This design comes from an exercise in tuning for small area, a short achievable clock period and few clock cycles per item on the open sky130 flow, not from production work.
Where RTL was checked, it was by simulation tests only, not by an equivalence proof against the original.
Power figures rest on the tool's default switching activity, not on a simulated workload.

// size_latency_histogram
module size_latency_histogram (
	input  logic        clk,
	input  logic        arst_n,
	input  logic        in_valid,
	output logic        in_stall,
	input  logic [1:0]  in_req_type,
	input  logic [39:0] in_bytes_sent,
	input  logic [31:0] in_launch_sec,
	input  logic [9:0]  in_launch_msec,
	input  logic [31:0] in_now_sec,
	input  logic [9:0]  in_now_msec,
	input  logic [1:0]  in_read_size_bin,
	input  logic [1:0]  in_read_time_bin,
	output logic        out_valid,
	input  logic        out_stall,
	output logic        out_counted,
	output logic [1:0]  out_size_bin,
	output logic [1:0]  out_time_bin,
	output logic [15:0] out_count_value,
	input  logic        cfg_we,
	input  logic [2:0]  cfg_index,
	input  logic [39:0] cfg_data
);
For scale: roughly 2700 cells after synthesis, roughly 720 flip-flops, about 200 I/O pins, ~34000 um2 of cells after synthesis.
export LEC_CHECK = 0
export CAP_MARGIN = 20
export CORE_MARGIN = 2
export CORE_UTILIZATION = 60
export SETUP_SLACK_MARGIN = 5
export SLEW_MARGIN = 20
export SYNTH_HIERARCHICAL = 1
export SYNTH_MINIMUM_KEEP_SIZE = 0
create_clock -name core_clock -period 8.0 [get_ports {clk}]
run.sh (not shown) runs the stock make flow with config.mk's settings and CLKGATE_MAP_FILE= SYNTH_SCRIPT=/design/flow/synth_recipe.tcl, a recipe that flattens the netlist after the stock synthesis.
The starting point produced a clean layout.
==> next run, changes <==
Settings changed: CTS_BUF_LIST from default to sky130_fd_sc_hd__clkbuf_4 sky130_fd_sc_hd__clkbuf_8, CTS_CLUSTER_SIZE from default to 24.
=> Die area does not change. Via count climbs slightly. Cell count rises slightly. Non-clock buffer count drops by 3. Register-to-register slack loses 0.03 ns. Clock-buffer cell count grows by 78. Critical path depth is lower by 5. Hold slack is worse by 0.016 ns. Power came out lower by a few percent. Routed wire length barely changes.
No functional check of the RTL was part of any run of this note.

Another version of the RTL of size_latency_histogram (not shown whole).
Size in the first run: ~2,500 cells after synthesis, about 200 I/O pins, about 0.033 sq mm of cells after synthesis.
// size_latency_histogram
module size_latency_histogram (
	input  logic        clk,
	input  logic        arst_n,
	input  logic        in_valid,
	output logic        in_stall,
	input  logic [1:0]  in_req_type,
	input  logic [39:0] in_bytes_sent,
	input  logic [31:0] in_launch_sec,
	input  logic [9:0]  in_launch_msec,
	input  logic [31:0] in_now_sec,
	input  logic [9:0]  in_now_msec,
	input  logic [1:0]  in_read_size_bin,
	input  logic [1:0]  in_read_time_bin,
	output logic        out_valid,
	input  logic        out_stall,
	output logic        out_counted,
	output logic [1:0]  out_size_bin,
	output logic [1:0]  out_time_bin,
	output logic [15:0] out_count_value,
	input  logic        cfg_we,
	input  logic [2:0]  cfg_index,
	input  logic [39:0] cfg_data
);
make LEC_CHECK=0 CAP_MARGIN=20 CORE_MARGIN=2 CORE_UTILIZATION=65 SETUP_SLACK_MARGIN=5 SLEW_MARGIN=20 finish   # period 8.0 ns
Testbench counts at the start, summed over its fixed seeds: cycles 32,032, items 32,000.
Next try:
Settings changed: CORE_UTILIZATION 65 to 40.
Non-clock buffer count went up by 12.
Worst setup slack gains 0.015 ns.
Fmax climbs by 0.32%.
Via count falls by about 10%.
Total power hardly moves.
Routed wire length shrinks by 15%.

Another version of the RTL of size_latency_histogram (not shown whole).
Size in the first run: roughly 2800 cells after synthesis, about 200 I/O pins.
==> flow/design.v (excerpt) <==
module size_latency_histogram (
	input  logic        clk,
	input  logic        arst_n,
	input  logic        in_valid,
	output logic        in_stall,
	input  logic [1:0]  in_req_type,
	input  logic [39:0] in_bytes_sent,
	input  logic [31:0] in_launch_sec,
	input  logic [9:0]  in_launch_msec,
	input  logic [31:0] in_now_sec,
	input  logic [9:0]  in_now_msec,
	input  logic [1:0]  in_read_size_bin,
	input  logic [1:0]  in_read_time_bin,
	output logic        out_valid,
	input  logic        out_stall,
	output logic        out_counted,
	output logic [1:0]  out_size_bin,
	output logic [1:0]  out_time_bin,
	output logic [15:0] out_count_value,
	input  logic        cfg_we,
	input  logic [2:0]  cfg_index,
	input  logic [39:0] cfg_data
);
Settings: LEC_CHECK=0, CAP_MARGIN=20, CORE_MARGIN=2, CORE_UTILIZATION=55, CTS_BUF_LIST=sky130_fd_sc_hd__clkbuf_4 sky130_fd_sc_hd__clkbuf_8, CTS_CLUSTER_SIZE=24, SETUP_SLACK_MARGIN=5, SLEW_MARGIN=20, SYNTH_HIERARCHICAL=1, SYNTH_MINIMUM_KEEP_SIZE=0; clock period 8.0 ns.
The starting point completed without violations.
Testbench counts at the start, summed over its fixed seeds: cycles 32,040, items 32,000.
Then changed:
--- a/flow/config.mk
+++ b/flow/config.mk
@@ -9,6 +9,4 @@
 export CORE_MARGIN = 2
 export CORE_UTILIZATION = 55
-export CTS_BUF_LIST = sky130_fd_sc_hd__clkbuf_4 sky130_fd_sc_hd__clkbuf_8
-export CTS_CLUSTER_SIZE = 24
 export SETUP_SLACK_MARGIN = 5
 export SLEW_MARGIN = 20
=>
- clock-buffer cell count fell by 81
- register-to-register slack got worse by 0.02 ns
- cell count falls by 2.9%
Then changed:
--- a/flow/config.mk
+++ b/flow/config.mk
@@ -11,4 +11,2 @@
 export SETUP_SLACK_MARGIN = 5
 export SLEW_MARGIN = 20
-export SYNTH_HIERARCHICAL = 1
-export SYNTH_MINIMUM_KEEP_SIZE = 0
Clock skew falls by 0.011 ns.
Worst setup slack is worse by 0.51 ns.
Routed wire length decreases by a few percent.
Count of clock-buffer cells in the layout goes down by 1.
Hold slack improved by 0.039 ns.
Fmax is lower by roughly a tenth.

Setup of run A:
size_latency_histogram, a different RTL version from the one above (not shown whole).
For scale: roughly 2900 cells after synthesis, ~200 I/O pins, about 38000 sq um of cells after synthesis.
clock: 8.0 ns
lec_check: 0
cap_margin: 20
core_margin: 2
core_utilization: 55
cts_buf_list: sky130_fd_sc_hd__clkbuf_4 sky130_fd_sc_hd__clkbuf_8
cts_cluster_size: 24
setup_slack_margin: 4.85
slew_margin: 20
synth_hierarchical: 1
synth_minimum_keep_size: 0
Run A finished every stage and its layout cleared the timing, DRC and antenna checks.
Testbench counts of run A, summed over its fixed seeds: cycles 32,048, items 32,000.
Changes in run B relative to run A:
Settings: changing SETUP_SLACK_MARGIN from 4.85 to 5; changing CTS_CLUSTER_SIZE from 24 to 40; changing CORE_UTILIZATION from 55 to 60.
[summary]
Diff run B..run A | max-slew violation count | unchanged. [compare] base=run A new=run B: number of standard cells in the final layout excluding fillers went down 74; proportion of cell area occupied by registers went down 0.35 points; number of antenna violations at the first check in global routing went down 2.
The following lists how run C was set up differently from run B:
Settings: changing CTS_CLUSTER_SIZE from 40 to 24; changing CORE_UTILIZATION from 60 to 55.
### Flow results
- Diff run B -> run C | final design instance area without fill | up slightly
- Compared with run B, horizontal extent of the die in run C increased by a few percent.
- Run C has power below what run B had.
- Between run C and run B, it is run C whose share of the clock period used by the worst path is lower, by 0.79 points.
- Global-route usage on run C is down relative to run B.
- In the reports for run C and run B, the larger vias after detailed routing belongs to run C.

## re-timing with driven ports
Ports are ideal in the flow. The routed layouts listed here were re-timed in OpenROAD. Step 1 (the two cells are an assumption about what drives the block):
set clk [get_ports {clk}]
set_driving_cell -lib_cell sky130_fd_sc_hd__clkbuf_16 $clk
set_driving_cell -lib_cell sky130_fd_sc_hd__buf_2 [delete_from_list [all_inputs] $clk]
Step 2 times the ports against the registers' clock, not the clock port: input delays grow and output delays shrink by t, the midpoint of the rising clock arrivals with the driver on. Slacks: ideal ports / drivers / drivers and shift; pairs: ideal ports / drivers.
| run | t, ns | setup WS [ns] | worst hold slack (ns) | worst slew at a driven data input, ns | pins driven straight from the clock port |
|---|---|---|---|---|---|
| the first run of note 1 | 0.689 | 4.142 / 4.171 / 3.483 | 0.327 / 0.327 / 0.327 | 0.10 | 1 |
| the second run of note 1 | 0.792 | 4.265 / 4.287 / 3.495 | 0.311 / 0.311 / 0.311 | 0.10 | 1 |
| the first run of note 2 | 0.685 | 3.421 / 3.451 / 2.766 | 0.325 / 0.325 / 0.325 | 0.07 | 1 |
| the second run of note 2 | 0.685 | 3.435 / 3.455 / 2.769 | 0.326 / 0.326 / 0.326 | 0.09 | 1 |
| the first run of note 3 | 0.827 | 4.725 / 4.725 / 4.186 | 0.324 / 0.324 / 0.324 | 0.06 | 1 |
| the second run of note 3 | 0.696 | 4.701 / 4.701 / 4.400 | 0.289 / 0.289 / 0.289 | 0.05 | 1 |
| the third run of note 3 | 0.686 | 4.196 / 4.211 / 3.525 | 0.328 / 0.328 / 0.328 | 0.07 | 1 |
| run A | 0.828 | 4.826 / 4.848 / 4.039 | 0.317 / 0.317 / 0.317 | 0.08 | 1 |
| run B | 0.842 | 4.935 / 4.972 / 4.130 | 0.325 / 0.325 / 0.325 | 0.07 | 1 |
| run C | 0.821 | 4.999 / 4.983 / 4.250 | 0.320 / 0.320 / 0.320 | 0.08 | 1 |
After both steps every run listed still meets setup and hold. For run B, which loses most, drivers alone change the setup slack by +0.037 ns; drivers and shift together by -0.805 ns.
